From an optimization exercise on the open Yosys and OpenROAD flow, aimed at small area, a short achievable clock period and few clock cycles; shortcuts taken in it are not production practice.
Where RTL was checked, it was by simulation tests only, not by an equivalence proof against the original.
The RTL of run 1 was laid out without a check of its function.
Power and IR drop assume default switching activity.

===== flow/flow/run.sh =====
#!/bin/bash
set -euo pipefail
export BUFFER_PORTS_ARGS="-buffer_cell sky130_fd_sc_hd__buf_1"
bash standard.sh SETUP_SLACK_MARGIN=7 finish > layout.log 2>&1

===== flow/standard.sh =====
#!/bin/bash
# synth_recipe.tcl (not shown) runs the flow's synth.tcl, then flattens the netlist and writes it again
# the make line also repeats each setting of config.mk as NAME=value (left out here)
make -C /OpenROAD-flow-scripts/flow DESIGN_CONFIG=/design/flow/config.mk WORK_HOME=/design/flow/orfs CLKGATE_MAP_FILE= SYNTH_SCRIPT=/design/flow/synth_recipe.tcl "${@:-finish}"

===== flow/config.mk =====
export PLATFORM = sky130hd
export DESIGN_NAME = netflow_v5_packet_builder_core
export DESIGN_NICKNAME = netflow_v5_packet_builder_core
export VERILOG_FILES = /design/flow/design.v
export SDC_FILE = /design/flow/constraint.sdc
export NUM_CORES = 4
export LEC_CHECK = 0
export CAP_MARGIN = 20
export CORE_MARGIN = 2
export CORE_UTILIZATION = 55
export CTS_BUF_LIST = sky130_fd_sc_hd__clkbuf_4 sky130_fd_sc_hd__clkbuf_8
export PLACE_DENSITY = 0.7
export SETUP_SLACK_MARGIN = 5
export SLEW_MARGIN = 20
export TNS_END_PERCENT = 0

===== flow/constraint.sdc =====
create_clock -name core_clock -period 10.0 [get_ports {clk}]
set_input_delay 2.0000 -clock core_clock [delete_from_list [all_inputs] [get_ports {clk}]]
set_output_delay 2.0000 -clock core_clock [all_outputs]
set_load 0.01 [all_outputs]

===== flow/design.v =====
`timescale 1ns / 1ps
`default_nettype none
package nfv5_pkg;
	localparam logic [15:0] NF_VERSION = 16'd5;
	localparam int unsigned HDR_WORDS = 6;
	localparam int unsigned REC_WORDS = 12;
	localparam int unsigned DIV1000_MUL_W = 29;
	localparam logic [DIV1000_MUL_W-1:0] DIV1000_MUL = 29'd274877907;
	localparam int unsigned DIV1000_SHIFT = 38;
	localparam int unsigned MS_Q_W = 23;
	localparam logic [31:0] K1000 = 32'd1000;
	typedef struct packed {
		logic [31:0] src_ip;
		logic [31:0] dst_ip;
		logic [31:0] packet_count;
		logic [31:0] byte_count;
		logic [31:0] ms_first;
		logic [31:0] ms_last;
		logic [31:0] epoch_secs;
		logic [31:0] epoch_nsecs;
		logic [15:0] src_port;
		logic [15:0] dst_port;
		logic [7:0]  tcp_flag_bits;
		logic [7:0]  protocol;
		logic        end_of_batch;
	} flow_ms_t;
endpackage
`default_nettype wire
`timescale 1ns / 1ps
`default_nettype none
module netflow_v5_packet_builder_core #(
	parameter int unsigned RECORDS_PER_PACKET = 30
) (
	input  logic        clk,
	input  logic        arst_n,
	input  logic        flow_valid,
	output logic        flow_ready,
	input  logic [31:0] flow_src_ip,
	input  logic [31:0] flow_dst_ip,
	input  logic [31:0] flow_packet_count,
	input  logic [31:0] flow_byte_count,
	input  logic [63:0] flow_first_seen,
	input  logic [63:0] flow_last_seen,
	input  logic [15:0] flow_src_port,
	input  logic [15:0] flow_dst_port,
	input  logic [7:0]  flow_tcp_flag_bits,
	input  logic [7:0]  flow_protocol,
	input  logic        flow_end_of_batch,
	output logic        words_valid,
	input  logic        words_ready,
	output logic [8:0]  words_word_index,
	output logic [31:0] words_data_word,
	output logic        words_last_of_packet
);
	function automatic logic [8:0] div125_r4(input logic [6:0] r, input logic [1:0] d);
		logic [9:0] x, x1, x2, x3;
		logic [1:0] q;
		logic [6:0] ro;
		x  = {1'b0, r, d};
		x1 = x - 10'd125;
		x2 = x - 10'd250;
		x3 = x - 10'd375;
		if (!x3[9]) begin
			q  = 2'd3;
			ro = x3[6:0];
		end else if (!x2[9]) begin
			q  = 2'd2;
			ro = x2[6:0];
		end else if (!x1[9]) begin
			q  = 2'd1;
			ro = x1[6:0];
		end else begin
			q  = 2'd0;
			ro = x[6:0];
		end
		div125_r4 = {q, ro};
	endfunction
	function automatic logic [9:0] div125_top(input logic [8:0] x);
		logic [2:0] q;
		logic [8:0] ro;
		if (x >= 9'd500) begin
			q  = 3'd4;
			ro = x - 9'd500;
		end else if (x >= 9'd375) begin
			q  = 3'd3;
			ro = x - 9'd375;
		end else if (x >= 9'd250) begin
			q  = 3'd2;
			ro = x - 9'd250;
		end else if (x >= 9'd125) begin
			q  = 3'd1;
			ro = x - 9'd125;
		end else begin
			q  = 3'd0;
			ro = x;
		end
		div125_top = {q, ro[6:0]};
	endfunction
	logic [31:0] r_src, r_dst, r_pc, r_bc, r_ports;
	logic [7:0]  r_flags, r_proto;
	logic [31:0] sf, sl;            
	logic [22:0] uf, ul;            
	logic [6:0]  rf, rl;            
	logic [31:0] base_q, seq_q, h_up, h_secs;
	logic [31:0] h_ns;
	logic [4:0]  cnt_q, hcnt_q;
	logic        opn_q;             
	logic        seq_c;             
	logic [8:1]  k_q;
	logic        c_b0, c_opn;       
	logic        c_gt;              
	logic        fa_ns, fb_x4, fb_nb, fb_q, fb_ns;
	logic        lb_x4, lb_nb, lb_nsf, lb_q, lb_nqf;
	logic        fr_q, nb_q, nclose_q, pend_q, pend_close_q, wrap_q;
	logic [17:0] np_q;              
	logic        ov_q, olast_q;
	logic [8:0]  oidx_q;
	logic [31:0] od_q;
	logic       take, close_in;
	logic [4:0] cnt_in;
	assign take     = flow_valid && fr_q;
	assign cnt_in   = opn_q ? 5'd1 : cnt_q + 5'd1;
	assign close_in = (cnt_in == 5'(RECORDS_PER_PACKET)) || flow_end_of_batch;
	logic        k_div, k_mul, k_ns, k_idle;
	logic [9:0]  tf, tl;
	logic [8:0]  f1, f2, l1, l2;
	logic [31:0] qf, ql;
	logic [31:0] f_a, f_b, f_sum, l_a, l_b, l_sum;
	logic        f_ci, l_ci, l_co;
	logic [8:1] k_n;
	assign k_n    = {k_q[7:1], take};
	assign k_div  = |k_q[5:1];
	assign k_mul  = |k_q[3:1];
	assign k_ns   = k_q[5] || k_q[7] || k_q[8];
	assign k_idle = !(|k_q);
	assign tf = div125_top(flow_first_seen[31:23]);
	assign tl = div125_top(flow_last_seen[31:23]);
	assign f1 = div125_r4(rf, uf[19:18]);
	assign f2 = div125_r4(f1[6:0], uf[17:16]);
	assign l1 = div125_r4(rl, ul[19:18]);
	assign l2 = div125_r4(l1[6:0], ul[17:16]);
	assign qf = {9'd0, uf};
	assign ql = {9'd0, ul};
	assign f_a  = fa_ns ? h_ns : sf;
	assign f_b  = ({32{fb_x4}} & (sf << 2)) | ({32{fb_nb}} & ~base_q) |
	              ({32{fb_q}} & qf) | ({32{fb_ns}} & (h_ns << 2));
	assign f_ci = fb_nb;
	assign l_a  = sl;
	assign l_b  = ({32{lb_x4}} & (sl << 2)) | ({32{lb_nb}} & ~base_q) |
	              ({32{lb_nsf}} & ~sf) | ({32{lb_q}} & ql) | ({32{lb_nqf}} & ~qf);
	assign l_ci = lb_nb || lb_nsf || lb_nqf;
	assign f_sum = f_a + f_b + 32'(f_ci);
	assign {l_co, l_sum} = {1'b0, l_a} + {1'b0, l_b} + 33'(l_ci);
	logic adv, avail, load, last_np;
	assign adv     = !ov_q || words_ready;
	assign avail   = (np_q[6] || np_q[7]) ? (k_q[8] || k_idle) : 1'b1;
	assign load    = adv && nb_q && avail;
	assign last_np = nclose_q ? np_q[17] : np_q[11];
	logic       nb_n, nclose_n, pend_n, pend_close_n, fr_n;
	logic [17:0] np_n;
	always_comb begin
		nb_n         = nb_q;
		nclose_n     = nclose_q;
		pend_n       = pend_q;
		pend_close_n = pend_close_q;
		np_n         = np_q;
		if (take) begin
			pend_n       = 1'b1;
			pend_close_n = close_in;
		end
		if (load) begin
			np_n = {np_q[16:0], 1'b0};
			if (last_np) nb_n = 1'b0;
		end
		if (!nb_n && pend_n) begin
			nb_n     = 1'b1;
			np_n     = 18'd1;
			nclose_n = pend_close_n;
			pend_n   = 1'b0;
		end
		fr_n = !pend_n && (!nb_n || (nclose_n ? (|np_n[17:16]) : (|np_n[17:10])));
	end
	logic [31:0] word;
	assign word = ({32{np_q[0]}} & r_src) | ({32{np_q[1]}} & r_dst) |
	              ({32{np_q[4]}} & r_pc) | ({32{np_q[5]}} & r_bc) |
	              ({32{np_q[6] && !c_gt}} & sf) | ({32{np_q[7] || (np_q[6] && c_gt)}} & sl) |
	              ({32{np_q[8]}} & r_ports) | ({32{np_q[9]}} & {8'h00, r_flags, r_proto, 8'h00}) |
	              ({32{np_q[12]}} & {16'd5, 11'd0, cnt_q}) | ({32{np_q[13]}} & h_up) |
	              ({32{np_q[14]}} & h_secs) | ({32{np_q[15]}} & h_ns) | ({32{np_q[16]}} & seq_q);
	always_ff @(posedge clk or negedge arst_n) begin
		if (!arst_n) begin
			fr_q         <= 1'b1;
			nb_q         <= 1'b0;
			nclose_q     <= 1'b0;
			pend_q       <= 1'b0;
			pend_close_q <= 1'b0;
			np_q         <= 18'd0;
			wrap_q       <= 1'b0;
			ov_q         <= 1'b0;
			oidx_q       <= 9'd5;
			k_q          <= '0;
			fa_ns        <= 1'b0;
			fb_x4        <= 1'b0;
			fb_nb        <= 1'b0;
			fb_q         <= 1'b0;
			fb_ns        <= 1'b0;
			lb_x4        <= 1'b0;
			lb_nb        <= 1'b0;
			lb_nsf       <= 1'b0;
			lb_q         <= 1'b0;
			lb_nqf       <= 1'b0;
			opn_q        <= 1'b1;
			cnt_q        <= 5'd0;
			hcnt_q       <= 5'd0;
			base_q       <= 32'd0;
			seq_q        <= 32'd0;
			seq_c        <= 1'b0;
		end else begin
			fr_q         <= fr_n;
			nb_q         <= nb_n;
			nclose_q     <= nclose_n;
			pend_q       <= pend_n;
			pend_close_q <= pend_close_n;
			np_q         <= np_n;
			if (adv) ov_q <= load;
			seq_c <= 1'b0;
			if (load) begin
				oidx_q <= wrap_q ? 9'd0 : oidx_q + 9'd1;
				wrap_q <= nclose_q && np_q[11];
				if (np_q[12]) hcnt_q <= cnt_q;
				if (np_q[16]) {seq_c, seq_q[7:0]} <= {1'b0, seq_q[7:0]} + 9'(hcnt_q);
			end
			if (seq_c) seq_q[31:8] <= seq_q[31:8] + 24'd1;
			k_q   <= k_n;
			fa_ns <= k_n[5] || k_n[7] || k_n[8];
			fb_x4 <= |k_n[3:1];
			fb_nb <= k_n[4] && !c_b0;
			fb_q  <= k_n[6];
			fb_ns <= k_n[5] || k_n[7] || k_n[8];
			lb_x4 <= |k_n[3:1];
			lb_nb <= k_n[4] && !c_b0;
			lb_nsf <= (k_n[4] && c_b0) || (k_n[7] && !c_b0);
			lb_q  <= k_n[6];
			lb_nqf <= k_n[7] && c_b0;
			if (take) begin
				opn_q <= close_in;
				cnt_q <= cnt_in;
			end
			if (k_q[6] && c_b0) base_q <= f_sum;
		end
	end
	always_ff @(posedge clk) begin
		if (adv) begin
			od_q    <= word;
			olast_q <= np_q[17];
		end
		if (fr_q) begin
			r_src   <= flow_src_ip;
			r_dst   <= flow_dst_ip;
			r_pc    <= flow_packet_count;
			r_bc    <= flow_byte_count;
			r_ports <= {flow_src_port, flow_dst_port};
			r_flags <= flow_tcp_flag_bits;
			r_proto <= flow_protocol;
			sf      <= {flow_first_seen[60:32], 3'd0};
			sl      <= {flow_last_seen[60:32], 3'd0};
			uf      <= {tf[9:7], flow_first_seen[22:3]};
			ul      <= {tl[9:7], flow_last_seen[22:3]};
			rf      <= tf[6:0];
			rl      <= tl[6:0];
			c_b0    <= (base_q == 32'd0);
			c_opn   <= opn_q;
			if (opn_q) begin
				h_secs <= flow_last_seen[63:32];
				h_ns   <= {flow_last_seen[28:0], 3'd0};
			end
		end else begin
			if (k_div) begin
				uf[19:0] <= {uf[15:0], f1[8:7], f2[8:7]};
				rf <= f2[6:0];
				ul[19:0] <= {ul[15:0], l1[8:7], l2[8:7]};
				rl <= l2[6:0];
			end
			if (k_mul || k_q[4] || k_q[6]) sf <= (k_q[6] && c_b0) ? 32'd0 : f_sum;
			if (k_mul || k_q[4] || k_q[6] || (k_q[7] && c_b0)) sl <= l_sum;
			if (k_q[7]) c_gt <= !c_b0 && !l_co;
			if (c_opn && k_ns) h_ns <= f_sum;
			if (c_opn && k_q[8]) h_up <= sl;
		end
	end
	assign flow_ready           = fr_q;
	assign words_valid          = ov_q;
	assign words_word_index     = oidx_q;
	assign words_data_word      = od_q;
	assign words_last_of_packet = olast_q;
endmodule
`default_nettype wire

==> impl_results.md, run 1 <==
* Result of the run: finished clean
* Hold/Removal Path Class: reg -> reg
* Largest net degree at the start of global routing at 88
* Pwr per Cell Area at 289 nW/µm²
* Final design utilization at 0.649
* Pleak at 13.0 nW
* Count of standard-cell rows at 84
* Final ANT Viol Nets at 0
* Total power of the final layout at 9.84 mW
* Cell count after synthesis at 2609
* Global-route wire length before repair at 146000 µm
* Number of vias per cell at 6.47
* DP Wirelength at 71300 µm
* Worst path max stage delay at 0.50 ns
* Reg-to-reg critical path endpoint: sl[29]
* Number of detailed-route iterations in the first pass at 8
* Die Y-Extent at 234 µm
* Part of the Yosys area used for sequential elements at 0.549
* Share of the synthesized area in the top cell type at 0.439
* Setup slack on the worst flop-to-flop path at 6.13 ns
* Critical Path End: sl[29]
* Most instantiated flip-flop cell in the synthesis netlist: edfxtp_1
* Start-to-end type of the worst setup path: reg -> reg
* Post-synthesis sequential element count at 555
* Top post-synthesis cells by area: edfxtp_1, dfrtp_1, ha_1, nand2_1, a22oi_1
* Worst slew pin tran at 1.21 ns
* Post-route cell area at 34000 µm²
* Instance area at placement at 31100 µm²
* Worst vdd rail ir drop at 0.000214 V
* Clock sink count at 555
* Count of port buffers added during placement at 346
* Signed area change from the synthesized netlist to the final layout at 16.9%
* Global Route Usage Sum at 0.358
* R2r worst-path depth at 14
* Synth Warn # at 1
* Final setup skew at 0.0323 ns
* Critical Path RT at 10.46 ns
* Syn avg cell area at 11.2 µm²
* Post-layout nets at 3433
* TritonCTS Buffers at 92
* Launching element type of the critical path: flop
* CTS max path bufs at 3
* Most frequent cell after synthesis: edfxtp_1
* Clock tree from TritonCTS: yes
* Die footprint at 54800 µm²
* Dominant cell type by area after synthesis: edfxtp_1
* Clock slew at reported path FFs at 0.06 ns
* Number of nets in the synthesized netlist at 3042
* Final estimated routing congestion in global placement at 0.993
* Max-cap check violation count at 0
* Worst hold path startpoint: k_q[2]
* Highest clock rate at 0.259 GHz
* Final routed wirelength across all metal layers at 99400 µm
* Category of the worst setup path capture point: flop
* Max Slew Vio Count at 0
* Fill cell count at 4124
* Aggregate negative setup slack at 0 ns
* Cells along the critical path: clkinvlp_4, buf_12, o221ai_1, a221o_1, ha_4, a21o_1, a21o_1, a221o_1, a211o_1, o21ai_2, and2_4, a21oi_1, or3_1, a32o_1
* Worst slew margin relative to its limit at 0.192
* Final hold vios at 0
* Clock insertion delay at the later pin of the skew report at 0.71 ns
* Crit path time final at 3.87 ns
* Horiz. Die Dim at 234 µm
* Starting density of the core at 0.555
* Fraction of registers with async set/reset at 0.222
* Smallest hold slack at 0.395 ns
* Via count of the first global-routing pass at 23600
* Hold buffers post-CTS at 0
* DR WL/cell at 26.4 µm
* Number of antenna violations at the first check in global routing at 4
* Placeable core region at 52400 µm²
* Number of primary I/O pins at 353
* CP max FO at 9
* Routed via count at 24400
* Total global routing overflow at 0
* Final clock period utilization by the worst path at 0.387
* Setup crit start: lb_nqf
* Layout cell share with drive strength beyond 1 at 0.127
* Worst reg2reg path startpoint: lb_nqf
* Post-synth design cell area at 29100 µm²
* Setup violators final at 0
* Slowest stage cell on the critical path: dfrtp_4
* DR DRC count at 0
* Setup repair after global routing missed its margin: true
* Worst path arrival time at 4.33 ns
* Unique masters post-synth at 91
* List of most frequent post-synthesis cells: edfxtp_1, nand2_1, o21ai_0, a21oi_1, a22oi_1
* H-Tree Level Count at 3
* EDFF count, synth at 426
* CTS Root Cell: clkbuf_8
* First-iteration detailed-routing DRC count at 2816
==> critical path: cells and delay by family (launching register included) <==
| kind | cells | cell delay, ns |
|---|---|---|
| fa+ha+maj | 1 | 0.26 |
| buf+inv | 2 | 0.27 |
| simple gates | 2 | 0.50 |
| compound gates | 9 | 2.09 |
| flops | 1 | 0.50 |
==> kinds of logic after synthesis <==
family                   synth area share
AO/OA/AOI/OAI                       0.196
XOR/XNOR                           0.0319
adder cells (fa/ha/maj)            0.0546
buffers and inverters              0.0330
flip-flops                          0.549
multiplexers                       0.0202
AND/OR/NAND/NOR                     0.115
==> routing by layer <==
metal	GRT usage	routed length, µm
met5	0	14
met4	0.137	3700
met3	0.0692	10800
met2	0.551	45200
met1	0.503	39700
==> worst min path at each step <==
stage | endpoint | slack, ns | depth (start not counted)
after floorplan | k_q[7] | 0.35 | 0
after global placement | k_q[5] | 0.37 | 0
after detailed placement | k_q[3] | 0.38 | 0
after CTS | k_q[3] | 0.40 | 0
after global routing | k_q[3] | 0.41 | 0
final | k_q[3] | 0.40 | 0
==> layout by cell type, fill, tap and decap left out, drive strengths merged, types with 9 or more instances in the layout <==
cell,count
xnor2,68
mux2,45
o21ai,177
a22o,43
a21o,34
clkinv,11
nor2b,15
nor4,13
o21a,18
o31ai,25
o221ai,11
nand3,91
o2111ai,18
nand2b,50
buf,418
and2,9
a22oi,124
and3,23
clkbuf,150
a211o,10
nor2,77
a222oi,45
or3,13
a221oi,12
a21oi,148
ha,119
o22ai,14
o211ai,26
nand2,295
a211oi,18
nand4,41
a21boi,14
nor3,35
edfxtp,426
dfrtp,119
xor2,38
a31oi,19
inv,128
==> where the power goes <==
part	internal (mW)	switching (mW)	total, mW	leakage, nW
Combinational	1.49	2.40	3.89	6.36
Sequential	3.18	0.551	3.73	5.58
Clock	1.26	0.961	2.22	1.09
Total	5.93	3.91	9.84	13.0
==> cell type report <==
cell class,instances,area [µm²],share of cell area
sequential,555,16000,0.470
multi-input combinational,1804,12500,0.368
timing repair buffer,421,2090,0.0613
clock buffer,150,1810,0.0531
tap,688,861,0.0253
inverter,125,484,0.0142
clock inverter,22,259,0.00761
antenna,3,7.51,0.000221
timing repair inverter,1,6.26,0.000184
==> stage by stage <==
| stage | worst slack (ns) | cells |
|---|---|---|
| final | 6.13 | 3769 |
| after global routing | 6.07 | 3769 |
| after CTS | 6.22 | 3766 |
| after detailed placement | 4.91 | 3549 |
| after global placement | 4.86 | 3549 |
| after floorplan | 6.14 | 2609 |
==> timing repair <==
action / in CTS / in global routing
hold endpoints to repair: 0 / 0
pin swaps: 16 / 0
setup endpoints to repair: 329 / 326
gates resized for setup: 73 / 19
cloned: 4 / 0
buffers inserted: 41 / 0
==> run 2: changes to the inputs <==
--- a/flow/design.v
+++ b/flow/design.v
@@ -191,63 +191,48 @@
 		if (!arst_n) begin
 			fr_q         <= 1'b1;
 			nb_q         <= 1'b0;
-			nclose_q     <= 1'b0;
 			pend_q       <= 1'b0;
-			pend_close_q <= 1'b0;
-			np_q         <= 18'd0;
 			wrap_q       <= 1'b0;
 			ov_q         <= 1'b0;
 			oidx_q       <= 9'd5;
 			k_q          <= '0;
-			fa_ns        <= 1'b0;
-			fb_x4        <= 1'b0;
-			fb_nb        <= 1'b0;
-			fb_q         <= 1'b0;
-			fb_ns        <= 1'b0;
-			lb_x4        <= 1'b0;
-			lb_nb        <= 1'b0;
-			lb_nsf       <= 1'b0;
-			lb_q         <= 1'b0;
-			lb_nqf       <= 1'b0;
 			opn_q        <= 1'b1;
-			cnt_q        <= 5'd0;
-			hcnt_q       <= 5'd0;
 			base_q       <= 32'd0;
 			seq_q        <= 32'd0;
 			seq_c        <= 1'b0;
 		end else begin
 			fr_q         <= fr_n;
 			nb_q         <= nb_n;
-			nclose_q     <= nclose_n;
 			pend_q       <= pend_n;
-			pend_close_q <= pend_close_n;
-			np_q         <= np_n;
 			if (adv) ov_q <= load;
 			seq_c <= 1'b0;
 			if (load) begin
 				oidx_q <= wrap_q ? 9'd0 : oidx_q + 9'd1;
 				wrap_q <= nclose_q && np_q[11];
-				if (np_q[12]) hcnt_q <= cnt_q;
 				if (np_q[16]) {seq_c, seq_q[7:0]} <= {1'b0, seq_q[7:0]} + 9'(hcnt_q);
 			end
 			if (seq_c) seq_q[31:8] <= seq_q[31:8] + 24'd1;
 			k_q   <= k_n;
-			fa_ns <= k_n[5] || k_n[7] || k_n[8];
-			fb_x4 <= |k_n[3:1];
-			fb_nb <= k_n[4] && !c_b0;
-			fb_q  <= k_n[6];
-			fb_ns <= k_n[5] || k_n[7] || k_n[8];
-			lb_x4 <= |k_n[3:1];
-			lb_nb <= k_n[4] && !c_b0;
-			lb_nsf <= (k_n[4] && c_b0) || (k_n[7] && !c_b0);
-			lb_q  <= k_n[6];
-			lb_nqf <= k_n[7] && c_b0;
-			if (take) begin
-				opn_q <= close_in;
-				cnt_q <= cnt_in;
-			end
+			if (take) opn_q <= close_in;
 			if (k_q[6] && c_b0) base_q <= f_sum;
 		end
+	end
+	always_ff @(posedge clk) begin
+		nclose_q     <= nclose_n;
+		pend_close_q <= pend_close_n;
+		np_q         <= np_n;
+		if (load && np_q[12]) hcnt_q <= cnt_q;
+		if (take) cnt_q <= cnt_in;
+		fa_ns  <= k_n[5] || k_n[7] || k_n[8];
+		fb_x4  <= |k_n[3:1];
+		fb_nb  <= k_n[4] && !c_b0;
+		fb_q   <= k_n[6];
+		fb_ns  <= k_n[5] || k_n[7] || k_n[8];
+		lb_x4  <= |k_n[3:1];
+		lb_nb  <= k_n[4] && !c_b0;
+		lb_nsf <= (k_n[4] && c_b0) || (k_n[7] && !c_b0);
+		lb_q   <= k_n[6];
+		lb_nqf <= k_n[7] && c_b0;
 	end
 	always_ff @(posedge clk) begin
 		if (adv) begin
==> flow/flow/run.sh (replaced) <==
#!/bin/bash
set -euo pipefail
export BUFFER_PORTS_ARGS="-buffer_cell sky130_fd_sc_hd__buf_1"
bash standard.sh SETUP_SLACK_MARGIN=6.5 finish > layout.log 2>&1
==> impl_results.md, run 2 <==
* Starting density of the core at 0.553
* Post-layout nets at 3456
* Smallest hold slack at 0.402 ns
* Max-cap check violation count at 0
* Clock tree from TritonCTS: yes
* Most common cell after layout, fill and taps aside: edfxtp_1
* CP max FO at 6
* Global Route Usage Sum at 0.366
* Most instantiated flip-flop cell in the synthesis netlist: edfxtp_1
* Layout cell share with drive strength beyond 1 at 0.157
* Number of nets in the synthesized netlist at 3017
* R2r worst-path depth at 16
* Final setup skew at 0.0309 ns
* Fraction of registers with async set/reset at 0.158
* Cell count after synthesis at 2584
* Total global routing overflow at 0
* Final estimated routing congestion in global placement at 0.977
* Via count of the first global-routing pass at 23600
* Critical Path RT at 10.45 ns
* Post-synth design cell area at 28900 µm²
* Clock insertion delay at the later pin of the skew report at 0.70 ns
* Launching element type of the critical path: flop
* Setup violators final at 0
* EDFF count, synth at 436
* Worst vdd rail ir drop at 0.000304 V
* Part of the Yosys area used for sequential elements at 0.551
* Unique masters post-synth at 97
* Number of cells on the worst hold path at 0
* Crit path time final at 3.71 ns
* Aggregate negative setup slack at 0 ns
* Die Y-Extent at 233 µm
* Placeable core region at 52300 µm²
* Start-to-end type of the worst setup path: reg -> reg
* Max Slew Vio Count at 0
* Pleak at 13.2 nW
* Result of the run: finished clean
* Final ANT Viol Nets at 0
* Final hold vios at 0
* Worst path arrival time at 4.16 ns
* Share of the synthesized area in the top cell type at 0.452
* Category of the worst setup path capture point: flop
* Number of detailed-route iterations in the first pass at 10
* CTS Root Cell: clkbuf_8
* Hold buffers post-CTS at 0
* Clock slew at reported path FFs at 0.07 ns
* Fill cell count at 4121
* Worst slew margin relative to its limit at 0.239
* Final clock period utilization by the worst path at 0.371
* Pwr per Cell Area at 293 nW/µm²
* Hold/Removal Path Class: reg -> reg
* Die footprint at 54500 µm²
* Most frequent cells in the layout: edfxtp_1, buf_1, nand2_1
* Top post-synthesis cells by area: edfxtp_1, dfrtp_1, ha_1, nand2_1, a22oi_1
* Syn avg cell area at 11.2 µm²
* DR DRC count at 0
* Highest clock rate at 0.269 GHz
* Number of primary I/O pins at 353
* Clock sink count at 556
* Total power of the final layout at 10.1 mW
* Area of the multi-input gates at 12600 µm²
* H-Tree Level Count at 3
* List of most frequent post-synthesis cells: edfxtp_1, nand2_1, o21ai_0, a21oi_1, ha_1
* Setup repair after global routing missed its margin: true
* Number of antenna violations at the first check in global routing at 12
* Dominant cell type by area after synthesis: edfxtp_1
* Count of standard-cell rows at 84
* Global-route wire length before repair at 147000 µm
* TritonCTS Buffers at 93
* Post-route cell area at 34600 µm²
* Routed via count at 24500
* DR WL/cell at 26.8 µm
* CTS max path bufs at 3
* Final routed wirelength across all metal layers at 102000 µm
* Number of vias per cell at 6.46
* First-iteration detailed-routing DRC count at 2991
* Count of port buffers added during placement at 346
* DP Wirelength at 71600 µm
* Worst slew pin tran at 1.14 ns
* Horiz. Die Dim at 233 µm
* Signed area change from the synthesized netlist to the final layout at 19.5%
* Synth Warn # at 1
* Post-synthesis sequential element count at 556
* Most frequent cell after synthesis: edfxtp_1
* Largest net degree at the start of global routing at 138
* Instance area at placement at 30900 µm²
* Area taken by flip-flops and latches at 16000 µm²
[run 2: what timing repair did]
item,in CTS,in global routing
pin swaps,32,43
setup endpoints to repair,176,163
setup buffers,46,37
cloned,8,1
endpoints found under the hold margin,0,0
resized for setup,110,67
[run 2: path summary, 6_finish.rpt]
path / end / slack, ns / start
worst max register to register: sf[31] / 6.29 / fb_ns
worst min register to register: k_q[3] / 0.40 / k_q[2]
worst min-delay path: k_q[3] / 0.40 / k_q[2]
max in group asynchronous: seq_q[0] / 7.38 / arst_n
worst max-delay path: sf[31] / 6.29 / fb_ns
min in group asynchronous: seq_q[10] / 1.30 / arst_n
[run 2: power breakdown]
group | internal (mW) | leakage [nW] | switching, mW
sequential | 3.19 | 5.42 | 0.511
combinational | 1.70 | 6.71 | 2.55
clock | 1.20 | 1.05 | 0.983
total | 6.10 | 13.2 | 4.05
[run 2: final cells by class]
class,count,area share
well taps,688,0.0249
inverters,120,0.0135
repair inverters,1,0.000217
diodes,6,0.000434
multi-input cells,1775,0.366
clock inverters,42,0.0103
flip-flops and latches,556,0.462
repair buffers,476,0.0758
clock buffers,134,0.0477
[run 2: metal layers]
| layer | track usage | routed length, µm | up-vias |
|---|---|---|---|
| met5 | 0 | 106 | - |
| met3 | 0.0942 | 12100 | 251 |
| li1 | - | - | 10800 |
| met1 | 0.490 | 39100 | 12000 |
| met2 | 0.572 | 46300 | 1523 |
| met4 | 0.141 | 4190 | 16 |
[run 2: cell families (layout without fill, tap and decap cells)]
kind of cell             count (synthesis)  in the layout  share of synthesized area
AO/OA/AOI/OAI                          807            807                      0.195
XOR/XNOR                               116            116                     0.0361
adder cells (fa/ha/maj)                124            124                     0.0549
buffers and inverters                  253            773                     0.0337
flip-flops                             556            556                      0.551
multiplexers                            57             57                     0.0217
other                                    0              6                          0
AND/OR/NAND/NOR                        671            671                      0.108
[run 2: per-stage QoR]
| step | util | instances | setup slack, ns |
|---|---|---|---|
| 6_report | 0.661 | 3798 | 6.29 |
| 5_1_grt | 0.661 | 3794 | 6.21 |
| 4_1_cts | 0.649 | 3753 | 6.34 |
| 3_5_place_dp | 0.591 | 3523 | 5.01 |
| 3_3_place_gp | 0.591 | 3523 | 5.06 |
| 2_1_floorplan | - | 2584 | 6.01 |
[run 2: worst max-delay path, cell delays in order, from the launching register on]
cell	delay (ns)
dfxtp_4	0.38
buf_12	0.16
buf_4	0.15
buf_4	0.14
nand2_1	0.08
o21ai_0	0.10
ha_1	0.39
nand2_4	0.11
a2111oi_4	0.44
o21ai_2	0.13
o21ai_2	0.28
a221oi_2	0.09
buf_4	0.19
o21bai_2	0.18
a21oi_2	0.09
mux2_2	0.26
a221o_1	0.31
Testbench counts of run 2, summed over its fixed seeds: cycles 40,362.
==> run 3: changes to the inputs <==
--- a/flow/design.v
+++ b/flow/design.v
@@ -109,8 +109,7 @@
 	logic [8:1]  k_q;
 	logic        c_b0, c_opn;       
 	logic        c_gt;              
-	logic        fa_ns, fb_x4, fb_nb, fb_q, fb_ns;
-	logic        lb_x4, lb_nb, lb_nsf, lb_q, lb_nqf;
+	logic        s_x4, s_ns, s_nb, s_nsf, s_nqf;
 	logic        fr_q, nb_q, nclose_q, pend_q, pend_close_q, wrap_q;
 	logic [17:0] np_q;              
 	logic        ov_q, olast_q;
@@ -141,14 +140,14 @@
 	assign l2 = div125_r4(l1[6:0], ul[17:16]);
 	assign qf = {9'd0, uf};
 	assign ql = {9'd0, ul};
-	assign f_a  = fa_ns ? h_ns : sf;
-	assign f_b  = ({32{fb_x4}} & (sf << 2)) | ({32{fb_nb}} & ~base_q) |
-	              ({32{fb_q}} & qf) | ({32{fb_ns}} & (h_ns << 2));
-	assign f_ci = fb_nb;
+	assign f_a  = s_ns ? h_ns : sf;
+	assign f_b  = ({32{s_x4}} & (sf << 2)) | ({32{s_nb}} & ~base_q) |
+	              ({32{k_q[6]}} & qf) | ({32{s_ns}} & (h_ns << 2));
+	assign f_ci = s_nb;
 	assign l_a  = sl;
-	assign l_b  = ({32{lb_x4}} & (sl << 2)) | ({32{lb_nb}} & ~base_q) |
-	              ({32{lb_nsf}} & ~sf) | ({32{lb_q}} & ql) | ({32{lb_nqf}} & ~qf);
-	assign l_ci = lb_nb || lb_nsf || lb_nqf;
+	assign l_b  = ({32{s_x4}} & (sl << 2)) | ({32{s_nb}} & ~base_q) |
+	              ({32{s_nsf}} & ~sf) | ({32{k_q[6]}} & ql) | ({32{s_nqf}} & ~qf);
+	assign l_ci = s_nb || s_nsf || s_nqf;
 	assign f_sum = f_a + f_b + 32'(f_ci);
 	assign {l_co, l_sum} = {1'b0, l_a} + {1'b0, l_b} + 33'(l_ci);
 	logic adv, avail, load, last_np;
@@ -223,16 +222,11 @@
 		np_q         <= np_n;
 		if (load && np_q[12]) hcnt_q <= cnt_q;
 		if (take) cnt_q <= cnt_in;
-		fa_ns  <= k_n[5] || k_n[7] || k_n[8];
-		fb_x4  <= |k_n[3:1];
-		fb_nb  <= k_n[4] && !c_b0;
-		fb_q   <= k_n[6];
-		fb_ns  <= k_n[5] || k_n[7] || k_n[8];
-		lb_x4  <= |k_n[3:1];
-		lb_nb  <= k_n[4] && !c_b0;
-		lb_nsf <= (k_n[4] && c_b0) || (k_n[7] && !c_b0);
-		lb_q   <= k_n[6];
-		lb_nqf <= k_n[7] && c_b0;
+		s_x4  <= |k_n[3:1];
+		s_ns  <= k_n[5] || k_n[7] || k_n[8];
+		s_nb  <= k_n[4] && !c_b0;
+		s_nsf <= (k_n[4] && c_b0) || (k_n[7] && !c_b0);
+		s_nqf <= k_n[7] && c_b0;
 	end
 	always_ff @(posedge clk) begin
 		if (adv) begin
--- a/flow/config.mk
+++ b/flow/config.mk
@@ -9,6 +9,8 @@
 export CORE_MARGIN = 2
 export CORE_UTILIZATION = 55
 export CTS_BUF_LIST = sky130_fd_sc_hd__clkbuf_4 sky130_fd_sc_hd__clkbuf_8
+export CTS_CLUSTER_DIAMETER = 60
+export CTS_CLUSTER_SIZE = 14
 export PLACE_DENSITY = 0.7
 export SETUP_SLACK_MARGIN = 5
 export SLEW_MARGIN = 20
==> impl_results.md, run 3 <==
* Result of the run: finished clean
* Die footprint at 54600 µm²
* Via count of the first global-routing pass at 22500
* Highest clock rate at 0.256 GHz
* Part of the Yosys area used for sequential elements at 0.548
* Slowest stage cell on the critical path: edfxtp_1
* Final estimated routing congestion in global placement at 0.980
* Dominant cell type by area after synthesis: edfxtp_1
* Critical Path RT at 10.41 ns
* Worst path max stage delay at 0.55 ns
* Post-synth design cell area at 29000 µm²
* Part of the total power dissipated in sequential elements at 0.418
* Aggregate negative setup slack at 0 ns
* Category of the worst setup path capture point: flop
* Pleak at 12.2 nW
* Post-synthesis sequential element count at 555
* Hold buffers post-CTS at 0
* Count of standard-cell rows at 84
* Relative contribution of the clock network to total power at 0.168
* Hold/Removal Path Class: reg -> reg
* Horiz. Die Dim at 234 µm
* Most instantiated flip-flop cell in the synthesis netlist: edfxtp_1
* List of most frequent post-synthesis cells: edfxtp_1, nand2_1, o21ai_0, a21oi_1, inv_1
* CP max FO at 2
* Final clock period utilization by the worst path at 0.391
* Fraction of power spent switching nets at 0.410
* Signed area change from the synthesized netlist to the final layout at 14.1%
* Smallest hold slack at 0.414 ns
* Fill cell count at 4265
* Number of nets in the synthesized netlist at 3025
* Final setup skew at 0.0652 ns
* Reg-to-reg critical path endpoint: sl[22]
* Worst reg2reg path startpoint: ul[0]
* Most frequent cells in the layout: edfxtp_1, buf_1, nand2_1
* Crit path time final at 3.91 ns
* Final hold vios at 0
* CTS max path bufs at 3
* DR DRC count at 0
* DR WL/cell at 26.6 µm
* Post-layout nets at 3363
* Start-to-end type of the worst setup path: reg -> reg
* Relative contribution of combinational cells to total power at 0.413
* Number of detailed-route iterations in the first pass at 6
* Pwr per Cell Area at 270 nW/µm²
* Number of vias per cell at 6.54
* Placeable core region at 52300 µm²
* DP Wirelength at 69800 µm
* Number of antenna violations at the first check in global routing at 1
* Setup slack on the worst flop-to-flop path at 6.09 ns
* Internal at 5.26 mW
* EDFF count, synth at 436
* Largest net degree at the start of global routing at 95
* Syn avg cell area at 11.2 µm²
* TritonCTS Buffers at 52
* Worst vdd rail ir drop at 0.000205 V
* CTS Root Cell: clkbuf_8
* Cell count after synthesis at 2592
* First-iteration detailed-routing DRC count at 2976
* Setup repair after global routing missed its margin: true
* Cells along the critical path: a211o_1, fa_2, inv_2, fa_2, nand3b_1, a21oi_2, o211ai_1, a21oi_2, o31ai_4, buf_4, a21oi_1, o21ai_0, o21ai_0, xnor2_1, o21ai_0
* Number of primary I/O pins at 353
* Layout cell share with drive strength beyond 1 at 0.120
* Layer carrying the most global-route usage: met2
* R2r worst-path depth at 15
* Die Y-Extent at 234 µm
* Share of the synthesized area in the top cell type at 0.451
* Most frequent cell after synthesis: edfxtp_1
* Count of port buffers added during placement at 346
* Top post-synthesis cells by area: edfxtp_1, dfrtp_1, ha_1, nand2_1, o21ai_0
* Routing usage on met3 at 0.0576
* Most frequent cell on the critical path: o21ai_0
* Worst slew margin relative to its limit at 0.255
* Clock sink count at 555
* Global-route wire length before repair at 142000 µm
* Max Slew Vio Count at 0
* Max-cap check violation count at 0
* Setup crit start: ul[0]
* Worst path arrival time at 4.32 ns
* H-Tree Level Count at 2
* Routed via count at 23900
* Worst slew pin tran at 1.12 ns
* Clock tree from TritonCTS: yes
* Net switching power of the design at 3.66 mW
* Met2 GRT Util at 0.541
* Number of cells on the worst hold path at 0
* Total global routing overflow at 0
* Global Route Usage Sum at 0.351
* Most common cell after layout, fill and taps aside: edfxtp_1
* Setup violators final at 0
* Unique masters post-synth at 102
* Clock insertion delay at the later pin of the skew report at 0.72 ns
* Final routed wirelength across all metal layers at 97600 µm
* Worst hold path startpoint: k_q[1]
* Clock slew at reported path FFs at 0.10 ns
* Starting density of the core at 0.555
* Synth Warn # at 1
* Final ANT Viol Nets at 0
* Launching element type of the critical path: flop
* Fraction of registers with async set/reset at 0.159
* Worst-case hold path end point: k_q[2]
* M1 GR Usage at 0.508
==> run 3: cell types whose count changed in the layout (fill, tap and decap cells not counted), sizes merged, moves of 6 or more <==
cell,change
buf,-57
a211oi,+8
clkinv,-21
xor2,-8
o31ai,+6
clkbuf,-57
nand2b,-6
nand2,-7
nor2b,+9
a22o,-17
o21ai,+12
==> run 3: kinds of logic (layout without fill, tap and decap cells) <==
logic type,after synthesis,after routing,synth area share
other,0,2,0
adders and majority gates,124,124,0.0547
and+or+nand+nor,686,686,0.112
muxes,54,54,0.0206
xor gates and xnor gates,112,112,0.0343
buffers and inverters,253,634,0.0345
AOI/OAI and AO/OA,808,808,0.195
DFF,555,555,0.548
==> run 3: worst max-delay path, delay by kind of cell (launching register included) <==
family	cells	cell delay, ns
AOI/OAI and AO/OA	9	1.88
xor gates and xnor gates	1	0.18
adders and majority gates	2	0.58
buffers and inverters	2	0.27
DFF	1	0.55
and+or+nand+nor	1	0.15
==> run 3: worst max path at each step <==
stage	to	slack, ns	cells past startpoint
floorplan	rf[5]	6.10	13
global placement	sl[28]	4.68	16
detailed placement	sl[28]	4.65	16
CTS	sl[28]	6.14	15
global route	sl[30]	5.99	17
finish	sl[22]	6.09	15
==> run 3: routing by layer <==
metal / vias up / share of wire
li1: 10600 / -
met1: 11800 / 0.41
met2: 1425 / 0.45
met3: 187 / 0.11
met4: 0 / 0.037
met5: - / 0
==> run 3: power groups by stage <==
stage	sequential [mW]	combinational, mW	clock [mW]
floorplan	3.47	2.63	0
global placement	3.74	3.37	0
detailed placement	3.76	3.45	0
CTS	3.70	3.58	1.52
global route	3.76	4.05	1.59
finish	3.73	3.69	1.50
==> run 3: area by class of cell <==
| cell class | count | area (µm²) | share of cell area |
|---|---|---|---|
| Sequential cell | 555 | 15900 | 0.481 |
| Multi-Input combinational cell | 1784 | 12600 | 0.381 |
| Timing Repair Buffer | 414 | 2090 | 0.0630 |
| Clock buffer | 81 | 946 | 0.0286 |
| Tap cell | 688 | 861 | 0.0260 |
| Inverter | 122 | 465 | 0.0141 |
| Clock inverter | 16 | 183 | 0.00552 |
| Timing Repair inverter | 1 | 5.00 | 0.000151 |
| Antenna cell | 2 | 5.00 | 0.000151 |
==> run 3: metrics by stage <==
stage	power, mW	setup WS, ns	cells	area (µm²)	util
2_1_floorplan	6.10	6.10	2592	29100	-
3_3_place_gp	7.11	4.68	3523	30900	0.591
6_report	8.93	6.09	3663	33100	0.633
3_5_place_dp	7.21	4.65	3524	31000	0.592
5_1_grt	9.41	5.99	3662	33100	0.633
4_1_cts	8.79	6.14	3658	32900	0.629
==> run 3: what timing repair did <==
item / 4_1_cts / 5_1_grt
gates cloned: 6 / 0
resized for setup: 84 / 41
pin swaps: 22 / 21
endpoints found under the hold margin: 0 / 0
buffers inserted: 31 / 3
setup endpoints to repair: 160 / 139
Testbench counts of run 3, summed over its fixed seeds: cycles 40,362.
==> run 4: changes to the inputs <==
--- a/flow/config.mk
+++ b/flow/config.mk
@@ -9,8 +9,6 @@
 export CORE_MARGIN = 2
 export CORE_UTILIZATION = 55
 export CTS_BUF_LIST = sky130_fd_sc_hd__clkbuf_4 sky130_fd_sc_hd__clkbuf_8
-export CTS_CLUSTER_DIAMETER = 60
-export CTS_CLUSTER_SIZE = 14
 export PLACE_DENSITY = 0.7
 export SETUP_SLACK_MARGIN = 5
 export SLEW_MARGIN = 20
==> impl_results.md, run 4 <==
* Clock insertion delay at the later pin of the skew report at 0.72 ns
* Count of standard-cell rows at 84
* Worst path max stage delay at 0.53 ns
* Post-synth design cell area at 29000 µm²
* Most frequent cell on the critical path: a21o_1
* Setup slack on the worst flop-to-flop path at 6.06 ns
* Placeable core region at 52300 µm²
* Post-layout nets at 3401
* First-iteration detailed-routing DRC count at 2999
* Most common cell after layout, fill and taps aside: edfxtp_1
* Max Slew Vio Count at 0
* Slowest stage cell on the critical path: edfxtp_1
* Setup repair after global routing missed its margin: true
* Die Y-Extent at 234 µm
* Total power of the final layout at 9.52 mW
* Worst vdd rail ir drop at 0.000207 V
* CP max FO at 3
* Routed via count at 24100
* Number of vias per cell at 6.44
* Share of the synthesized area in the top cell type at 0.451
* Post-synthesis sequential element count at 555
* Syn avg cell area at 11.2 µm²
* Number of nets in the synthesized netlist at 3025
* Pwr per Cell Area at 282 nW/µm²
* Hold buffers post-CTS at 0
* Reg-to-reg critical path endpoint: sl[31]
* Most frequent cells in the layout: edfxtp_1, buf_1, nand2_1
* Category of the worst setup path capture point: flop
* Crit path time final at 3.94 ns
* Setup crit start: uf[0]
* Final clock period utilization by the worst path at 0.394
* Max-cap check violation count at 0
* Dominant cell type by area after synthesis: edfxtp_1
* Most frequent cell after synthesis: edfxtp_1
* Aggregate negative setup slack at 0 ns
* CTS max path bufs at 3
* Via count of the first global-routing pass at 22800
* Pleak at 12.6 nW
* Post-route cell area at 33700 µm²
* DR WL/cell at 26.2 µm
* Number of antenna violations at the first check in global routing at 1
* Horiz. Die Dim at 234 µm
* Worst slew pin tran at 1.11 ns
* CTS Root Cell: clkbuf_8
* Launching element type of the critical path: flop
* Final setup skew at 0.0451 ns
* Starting density of the core at 0.555
* Synth Warn # at 1
* Final routed wirelength across all metal layers at 97700 µm
* EDFF count, synth at 436
* Number of cells on the worst hold path at 0
* Fill cell count at 4220
* Hold/Removal Path Class: reg -> reg
* Global Route Usage Sum at 0.352
* Signed area change from the synthesized netlist to the final layout at 16.2%
* DP Wirelength at 69800 µm
* H-Tree Level Count at 3
* Global-route wire length before repair at 142000 µm
* Critical Path RT at 10.44 ns
* Unique masters post-synth at 102
* Clock tree from TritonCTS: yes
* Setup violators final at 0
* Worst path arrival time at 4.38 ns
* DR DRC count at 0
* Fraction of registers with async set/reset at 0.159
* Total global routing overflow at 0
* Worst reg2reg path startpoint: uf[0]
* Highest clock rate at 0.254 GHz
* Number of detailed-route iterations in the first pass at 8
* Result of the run: finished clean
* TritonCTS Buffers at 92
* Number of primary I/O pins at 353
* Final ANT Viol Nets at 0
* Most instantiated flip-flop cell in the synthesis netlist: edfxtp_1
* Part of the Yosys area used for sequential elements at 0.548
* Top post-synthesis cells by area: edfxtp_1, dfrtp_1, ha_1, nand2_1, o21ai_0
* Smallest hold slack at 0.401 ns
* Critical Path End: sl[31]
* Final estimated routing congestion in global placement at 0.980
* Count of port buffers added during placement at 346
* Largest net degree at the start of global routing at 95
* Die footprint at 54600 µm²
* Cells along the critical path: o22ai_2, a211o_1, fa_2, a21o_1, a21o_1, a2111oi_4, o21bai_2, a311oi_4, buf_6, o31ai_4, o21ai_2, a21oi_1, or3_1, a32o_1
* Worst slew margin relative to its limit at 0.257
* R2r worst-path depth at 14
* Final hold vios at 0
* Start-to-end type of the worst setup path: reg -> reg
* Instance area at placement at 31000 µm²
* List of most frequent post-synthesis cells: edfxtp_1, nand2_1, o21ai_0, a21oi_1, inv_1
* Layout cell share with drive strength beyond 1 at 0.128
* Clock sink count at 555
* Clock slew at reported path FFs at 0.06 ns
* Cell count after synthesis at 2592
[run 4: cell counts after synthesis]
No cell type changed its count.
[run 4: metal layers]
layer  GRT usage  up-vias  part of all wire
met5           0        -                 0
met4       0.137        0             0.039
met3      0.0652      190              0.11
met2       0.536     1408              0.45
met1       0.501    11800              0.41
li1            -    10700                 -
[run 4: power breakdown]
part / internal [mW] / switching [mW] / total, mW
sequential: 3.16 / 0.569 / 3.73
clock: 1.14 / 0.972 / 2.12
combinational: 1.44 / 2.23 / 3.67
[run 4: logic make-up after synthesis]
group,count (synthesis),share of synthesized area
AO/OA/AOI/OAI,808,0.195
XOR/XNOR,112,0.0343
adder cells (fa/ha/maj),124,0.0547
buffers and inverters,253,0.0345
flip-flops,555,0.548
multiplexers,54,0.0206
AND/OR/NAND/NOR,686,0.112
[run 4: per-stage QoR]
stage,setup WS [ns],util,cells
after floorplan,6.10,-,2592
after global placement,4.68,0.591,3523
after detailed placement,4.65,0.592,3524
after CTS,6.09,0.641,3728
after global routing,5.91,0.644,3734
final,6.06,0.644,3736
[run 4: how the worst min path moves through the flow]
stage | start | to | slack (ns)
2_1_floorplan | k_q[2] | k_q[3] | 0.36
3_3_place_gp | k_q[2] | k_q[3] | 0.38
3_5_place_dp | k_q[1] | k_q[2] | 0.38
4_1_cts | k_q[1] | k_q[2] | 0.40
5_1_grt | k_q[1] | k_q[2] | 0.42
6_report | k_q[2] | k_q[3] | 0.40
[run 4: final cells by class]
class | instances | area [µm²] | share of cell area
multi-input combinational | 1784 | 12500 | 0.371
antenna | 2 | 5.00 | 0.000148
timing repair buffer | 412 | 2030 | 0.0602
sequential | 555 | 15900 | 0.473
clock inverter | 51 | 425 | 0.0126
timing repair inverter | 1 | 5.00 | 0.000148
tap | 688 | 861 | 0.0255
inverter | 122 | 465 | 0.0138
clock buffer | 121 | 1500 | 0.0444
[run 4: worst max-delay path: cells and delay by family, from the launching register on]
kind	cells	cell delay, ns
AOI/OAI and AO/OA	11	2.30
buffers and inverters	1	0.16
and+or+nand+nor	1	0.32
adders and majority gates	1	0.38
DFF	1	0.53
[run 4: repair_timing]
item | CTS | global route
gates cloned | 4 | 1
gates resized for setup | 70 | 26
pin swaps | 17 | 15
setup buffers | 28 | 5
endpoints found under the setup margin | 159 | 149
==> run 5: changes to the inputs <==
--- a/flow/config.mk
+++ b/flow/config.mk
@@ -7,9 +7,11 @@
 export LEC_CHECK = 0
 export CAP_MARGIN = 20
 export CORE_MARGIN = 2
-export CORE_UTILIZATION = 55
+export CORE_UTILIZATION = 65
 export CTS_BUF_LIST = sky130_fd_sc_hd__clkbuf_4 sky130_fd_sc_hd__clkbuf_8
-export PLACE_DENSITY = 0.7
+export CTS_CLUSTER_DIAMETER = 60
+export CTS_CLUSTER_SIZE = 14
+export PLACE_DENSITY = 0.8
 export SETUP_SLACK_MARGIN = 5
 export SLEW_MARGIN = 20
 export TNS_END_PERCENT = 0
==> impl_results.md, run 5 <==
* Count of standard-cell rows at 77
* Post-synth design cell area at 29000 µm²
* Instance area at placement at 30800 µm²
* EDFF count, synth at 436
* Placeable core region at 44100 µm²
* Final routed wirelength across all metal layers at 91700 µm
* Most frequent cells in the layout: edfxtp_1, buf_1, nand2_1
* Part of the Yosys area used for sequential elements at 0.548
* DR WL/cell at 25.8 µm
* Launching element type of the critical path: flop
* Final estimated routing congestion in global placement at 1.03
* Worst-case hold path end point: k_q[2]
* Clock insertion delay at the later pin of the skew report at 0.70 ns
* First-iteration detailed-routing DRC count at 3513
* Most instantiated flip-flop cell in the synthesis netlist: edfxtp_1
* Clock sink count at 555
* CTS Root Cell: clkbuf_8
* Count of port buffers added during placement at 346
* Routed via count at 24100
* Hold/Removal Path Class: reg -> reg
* M1 GR Usage at 0.534
* CTS max path bufs at 3
* Max-cap check violation count at 0
* Share of the synthesized area in the top cell type at 0.451
* Most common cell after layout, fill and taps aside: edfxtp_1
* Worst reg2reg path startpoint: k_q[6]
* Met2 GRT Util at 0.587
* Cell count after synthesis at 2592
* Pleak at 12.0 nW
* Worst slew margin relative to its limit at 0.202
* Max Slew Vio Count at 0
* Global-route wire length before repair at 137000 µm
* Horiz. Die Dim at 215 µm
* Reg-to-reg critical path endpoint: sl[28]
* Fraction of registers with async set/reset at 0.159
* Worst path arrival time at 4.43 ns
* Final setup skew at 0.0318 ns
* Via count of the first global-routing pass at 23100
* CP max FO at 51
* Hold buffers post-CTS at 0
* Syn avg cell area at 11.2 µm²
* Number of nets in the synthesized netlist at 3025
* Total global routing overflow at 0
* Post-layout nets at 3350
* Worst slew pin tran at 1.20 ns
* Smallest hold slack at 0.406 ns
* Post-route cell area at 32400 µm²
* Result of the run: finished clean
* Global Route Usage Sum at 0.390
* Layer carrying the most global-route usage: met2
* DP Wirelength at 65900 µm
* Start-to-end type of the worst setup path: reg -> reg
* Signed area change from the synthesized netlist to the final layout at 11.8%
* R2r worst-path depth at 15
* Number of cells on the worst hold path at 0
* Largest net degree at the start of global routing at 171
* Category of the worst setup path capture point: flop
* Aggregate negative setup slack at 0 ns
* Post-synthesis sequential element count at 555
* H-Tree Level Count at 2
* Setup slack on the worst flop-to-flop path at 6.01 ns
* Final design utilization at 0.735
* TritonCTS Buffers at 50
* Final ANT Viol Nets at 0
* Pwr per Cell Area at 271 nW/µm²
* Highest clock rate at 0.251 GHz
* Final clock period utilization by the worst path at 0.399
* Unique masters post-synth at 102
* Synth Warn # at 1
* Worst vdd rail ir drop at 0.000222 V
* Worst hold path startpoint: k_q[1]
* Setup repair after global routing missed its margin: true
* List of most frequent post-synthesis cells: edfxtp_1, nand2_1, o21ai_0, a21oi_1, inv_1
* Top post-synthesis cells by area: edfxtp_1, dfrtp_1, ha_1, nand2_1, o21ai_0
* Number of primary I/O pins at 353
* Clock slew at reported path FFs at 0.10 ns
* Die Y-Extent at 215 µm
* Number of vias per cell at 6.79
* Final hold vios at 0
* Setup violators final at 0
* Critical Path RT at 10.44 ns
* Dominant cell type by area after synthesis: edfxtp_1
* Layout cell share with drive strength beyond 1 at 0.105
* DR DRC count at 0
* Starting density of the core at 0.658
* Routing usage on met3 at 0.110
* Most frequent cell after synthesis: edfxtp_1
* Number of antenna violations at the first check in global routing at 5
* Number of detailed-route iterations in the first pass at 10
* Clock tree from TritonCTS: yes
* Crit path time final at 3.99 ns
* Die footprint at 46400 µm²
run 5: cell counts after synthesis:
No cell type changed its count.
run 5: routing by layer:
layer  wire [µm]  part of all wire
met1       34700              0.38
met2       40200              0.44
met3       12300              0.13
met4        4410             0.048
met5          43           0.00047
run 5: how the worst max path moves through the flow:
stage / start / endpoint / slack, ns
global route: s_nb / sl[30] / 5.85
finish: k_q[6] / sl[28] / 6.01
global placement: s_nsf / sl[28] / 4.71
detailed placement: s_nsf / sl[28] / 4.66
floorplan: flow_first_seen[26] / rf[5] / 6.10
CTS: s_nb / sl[28] / 6.14
run 5: kinds of logic after synthesis:
| logic type | Yosys count | synth area share |
|---|---|---|
| AOI/OAI and AO/OA | 808 | 0.195 |
| and+or+nand+nor | 686 | 0.112 |
| DFF | 555 | 0.548 |
| buffers and inverters | 253 | 0.0345 |
| adders and majority gates | 124 | 0.0547 |
| xor gates and xnor gates | 112 | 0.0343 |
| muxes | 54 | 0.0206 |
run 5: area by class of cell:
class | instances | area, µm²
flip-flops and latches | 555 | 15900
multi-input cells | 1784 | 12400
fillers | 3105 | 11700
repair buffers | 402 | 1800
clock buffers | 76 | 896
well taps | 592 | 741
inverters | 122 | 469
clock inverters | 17 | 165
repair inverters | 2 | 10.0
diodes | 4 | 10.0
run 5: stage by stage:
step,power [mW],worst slack (ns),instances
2_1_floorplan,6.10,6.10,2592
3_3_place_gp,6.98,4.71,3422
3_5_place_dp,7.14,4.66,3422
4_1_cts,8.64,6.14,3548
5_1_grt,9.19,5.85,3551
6_report,8.79,6.01,3554
run 5: critical path, stage by stage (launching register included):
cell      delay, ns
dfrtp_1        0.41
buf_12         0.18
a211o_1        0.31
fa_2           0.37
inv_2          0.07
fa_2           0.19
nand3b_1       0.14
a21oi_2        0.08
o211ai_1       0.30
a21oi_2        0.14
o31ai_4        0.41
a211oi_4       0.14
o31ai_4        0.25
a21boi_1       0.12
or3_1          0.32
a32o_1         0.24
run 5: report_power, final:
part,switching [mW],leakage [nW],internal [mW],total (mW)
logic,2.17,6.00,1.42,3.59
registers,0.589,5.41,3.16,3.75
clock network,0.812,0.565,0.638,1.45
run 5: timing repair:
item,in CTS,in global routing
resized for setup,63,12
cloned,3,0
endpoints found under the hold margin,0,0
pin swaps,16,2
setup endpoints to repair,159,131
buffers inserted,30,1
==> run 6: changes to the inputs <==
--- a/flow/config.mk
+++ b/flow/config.mk
@@ -8,9 +8,9 @@
 export CAP_MARGIN = 20
 export CORE_MARGIN = 2
 export CORE_UTILIZATION = 65
-export CTS_BUF_LIST = sky130_fd_sc_hd__clkbuf_4 sky130_fd_sc_hd__clkbuf_8
-export CTS_CLUSTER_DIAMETER = 60
-export CTS_CLUSTER_SIZE = 14
+export CTS_BUF_LIST = sky130_fd_sc_hd__clkbuf_8 sky130_fd_sc_hd__clkbuf_16
+export CTS_CLUSTER_DIAMETER = 100
+export CTS_CLUSTER_SIZE = 20
 export PLACE_DENSITY = 0.8
 export SETUP_SLACK_MARGIN = 5
 export SLEW_MARGIN = 20
==> impl_results.md, run 6 <==
* Number of primary I/O pins at 353
* Clock slew at reported path FFs at 0.09 ns
* Max Slew Vio Count at 0
* EDFF count, synth at 436
* DR WL/cell at 26.0 µm
* Clock sink count at 555
* Post-layout nets at 3325
* Clock tree from TritonCTS: yes
* Total power of the final layout at 8.64 mW
* Number of nets in the synthesized netlist at 3025
* Cells along the critical path: buf_12, clkinvlp_4, nor2_2, a211o_1, fa_2, inv_1, fa_2, nand3b_1, a21oi_2, o211ai_1, a21oi_2, o31ai_4, a211oi_4, o31ai_4, a21boi_1, or3_1, a32o_1
* Number of antenna cells inserted at 0
* Post-synthesis sequential element count at 555
* Most frequent cell after synthesis: edfxtp_1
* Final estimated routing congestion in global placement at 1.03
* CP max FO at 16
* Placeable core region at 44100 µm²
* Result of the run: finished clean
* Signed area change from the synthesized netlist to the final layout at 10.9%
* Top Family by Delay on Critical Path: compound AO/OA/AOI/OAI gates
* DR DRC count at 0
* DP Wirelength at 65900 µm
* Hold/Removal Path Class: reg -> reg
* Post-synth design cell area at 29000 µm²
* Highest clock rate at 0.248 GHz
* Dominant cell type by area after synthesis: edfxtp_1
* Max-cap check violation count at 0
* Routed via count at 23900
* Most frequent cells in the layout: edfxtp_1, buf_1, nand2_1
* Unique masters post-synth at 102
* Part of the Yosys area used for sequential elements at 0.548
* Setup repair after global routing missed its margin: true
* Worst path arrival time at 4.39 ns
* Setup violators final at 0
* Largest net degree at the start of global routing at 171
* Worst vdd rail ir drop at 0.000216 V
* Final ANT Viol Nets at 0
* Critical Path RT at 10.35 ns
* Number of antenna violations at the first check in global routing at 1
* Worst slew margin relative to its limit at 0.200
* First-iteration detailed-routing DRC count at 3595
* Aggregate negative setup slack at 0 ns
* CTS max path bufs at 3
* Horiz. Die Dim at 215 µm
* Total global routing overflow at 0
* Launching element type of the critical path: flop
* Pleak at 11.9 nW
* Via count of the first global-routing pass at 22900
* Synth Warn # at 1
* Starting density of the core at 0.658
* Final routed wirelength across all metal layers at 91400 µm
* Cell count after synthesis at 2592
* Start-to-end type of the worst setup path: reg -> reg
* Final hold vios at 0
* Pre-CTS setup slack at 4.66 ns
* Global Route Usage Sum at 0.387
* Final setup skew at 0.0368 ns
* Die footprint at 46400 µm²
* Final design utilization at 0.730
* Final clock period utilization by the worst path at 0.404
* Fill cell count at 3116
* Count of port buffers added during placement at 346
* Final critical-path setup slack at 5.96 ns
* TritonCTS Buffers at 31
* Category of the worst setup path capture point: flop
* Die Y-Extent at 215 µm
* Count of standard-cell rows at 77
* H-Tree Level Count at 1
* Global-route wire length before repair at 137000 µm
* Number of vias per cell at 6.80
* Slowest stage cell on the critical path: o31ai_4
* CTS Root Cell: clkbuf_16
* Clock insertion delay at the later pin of the skew report at 0.63 ns
* Worst slew pin tran at 1.20 ns
* Share of the synthesized area in the top cell type at 0.451
* Number of detailed-route iterations in the first pass at 8
* Syn avg cell area at 11.2 µm²
* List of most frequent post-synthesis cells: edfxtp_1, nand2_1, o21ai_0, a21oi_1, inv_1
* Worst path bufs/invs at 3
* Most instantiated flip-flop cell in the synthesis netlist: edfxtp_1
* Top post-synthesis cells by area: edfxtp_1, dfrtp_1, ha_1, nand2_1, o21ai_0
* Crit path time final at 4.04 ns
* Pwr per Cell Area at 268 nW/µm²
* Hold buffers post-CTS at 0
* Fraction of registers with async set/reset at 0.159
* Layout cell share with drive strength beyond 1 at 0.0840
* Most common cell after layout, fill and taps aside: edfxtp_1
* Worst path max stage delay at 0.39 ns
-- run 6: cell counts after synthesis --
No cell type changed its count.
-- run 6: metrics by stage --
step / instances / area (µm²) / hold slack (ns)
2_1_floorplan: 2592 / 29100 / 0.362
3_3_place_gp: 3422 / 30800 / 0.378
3_5_place_dp: 3422 / 30800 / 0.392
4_1_cts: 3505 / 32100 / 0.410
5_1_grt: 3508 / 32200 / 0.423
6_report: 3508 / 32200 / 0.413
-- run 6: area by class of cell --
type	instances	area [µm²]	share of cell area
Sequential cell	555	15900	0.495
Tap cell	592	741	0.0230
Timing Repair Buffer	396	1750	0.0544
Timing Repair inverter	2	10.0	0.000311
Multi-Input combinational cell	1784	12400	0.385
Clock buffer	32	790	0.0245
Clock inverter	25	95.1	0.00295
Inverter	122	469	0.0146
-- run 6: repair_timing --
item	CTS	global route
resized for setup	57	15
buffers inserted	23	3
pin swaps	12	4
gates cloned	3	0
setup endpoints to repair	160	143
-- run 6: cell families after synthesis --
| group | share of synthesized area |
|---|---|
| AOI/OAI and AO/OA | 0.195 |
| and+or+nand+nor | 0.112 |
| DFF | 0.548 |
| buffers and inverters | 0.0345 |
| adders and majority gates | 0.0547 |
| xor gates and xnor gates | 0.0343 |
| muxes | 0.0206 |
-- run 6: layer usage --
metal / share of wire / vias to the layer above / routed length (µm) / track usage
met5: 0 / - / 0 / 0
met4: 0.048 / 0 / 4380 / 0.161
met3: 0.14 / 243 / 12500 / 0.0950
met2: 0.44 / 1712 / 40400 / 0.586
met1: 0.37 / 11400 / 34000 / 0.537
li1: - / 10500 / - / -
-- run 6: power by group --
group | total [mW] | internal, mW | switching, mW
Sequential | 3.75 | 3.16 | 0.589
Clock | 1.32 | 0.569 | 0.748
Combinational | 3.57 | 1.41 | 2.16
Total | 8.64 | 5.14 | 3.50
-- run 6: worst paths after layout --
path / startpoint / to / slack, ns / depth (start not counted)
worst max-delay path: s_nb / sl[28] / 5.96 / 17
worst min-delay path: k_q[1] / k_q[2] / 0.41 / 0
worst max register to register: s_nb / sl[28] / 5.96 / 17
worst min register to register: k_q[1] / k_q[2] / 0.41 / 0
max in group asynchronous: arst_n / base_q[24] / 7.37 / 2
min in group asynchronous: arst_n / seq_q[25] / 1.43 / 1

-- afterwards: timing with drivers on the ports --
How much do the figures lean on ideal ports? The routed layouts below were timed once more, with nothing changed but the port constraints.
Step 1, drivers: a clkbuf_16 drives clk and a buf_2 each remaining input, both assumed.
Step 2 times the ports against the registers' clock, not the clock port: input delays grow and output delays shrink by t, the midpoint of the rising clock arrivals with the driver on.
a / b / c = no drivers / after step 1 / after step 2; a / b = the first two.
run | shift t [ns] | setup slack, ns | latest minus earliest clock arrival (ns) | worst register clock-pin slew, ns | worst data-port slew with drivers (ns)
run 1 | 0.754 | 6.132 / 6.132 / 5.505 | 0.040 / 0.039 | 0.07 / 0.07 | 0.09
run 2 | 0.746 | 6.285 / 6.285 / 5.616 | 0.031 / 0.031 | 0.07 / 0.07 | 0.12
run 3 | 0.747 | 6.088 / 6.088 / 5.506 | 0.065 / 0.066 | 0.10 / 0.10 | 0.10
run 4 | 0.754 | 6.061 / 6.061 / 5.434 | 0.050 / 0.050 | 0.07 / 0.07 | 0.09
run 5 | 0.738 | 6.009 / 6.009 / 5.427 | 0.037 / 0.037 | 0.10 / 0.10 | 0.09
run 6 | 0.673 | 5.963 / 5.963 / 5.449 | 0.039 / 0.039 | 0.10 / 0.10 | 0.08
After both steps every run listed still meets setup and hold. The setup slack of run 2, which loses most, moves by 0.000 ns with the drivers and by -0.669 ns with both steps.
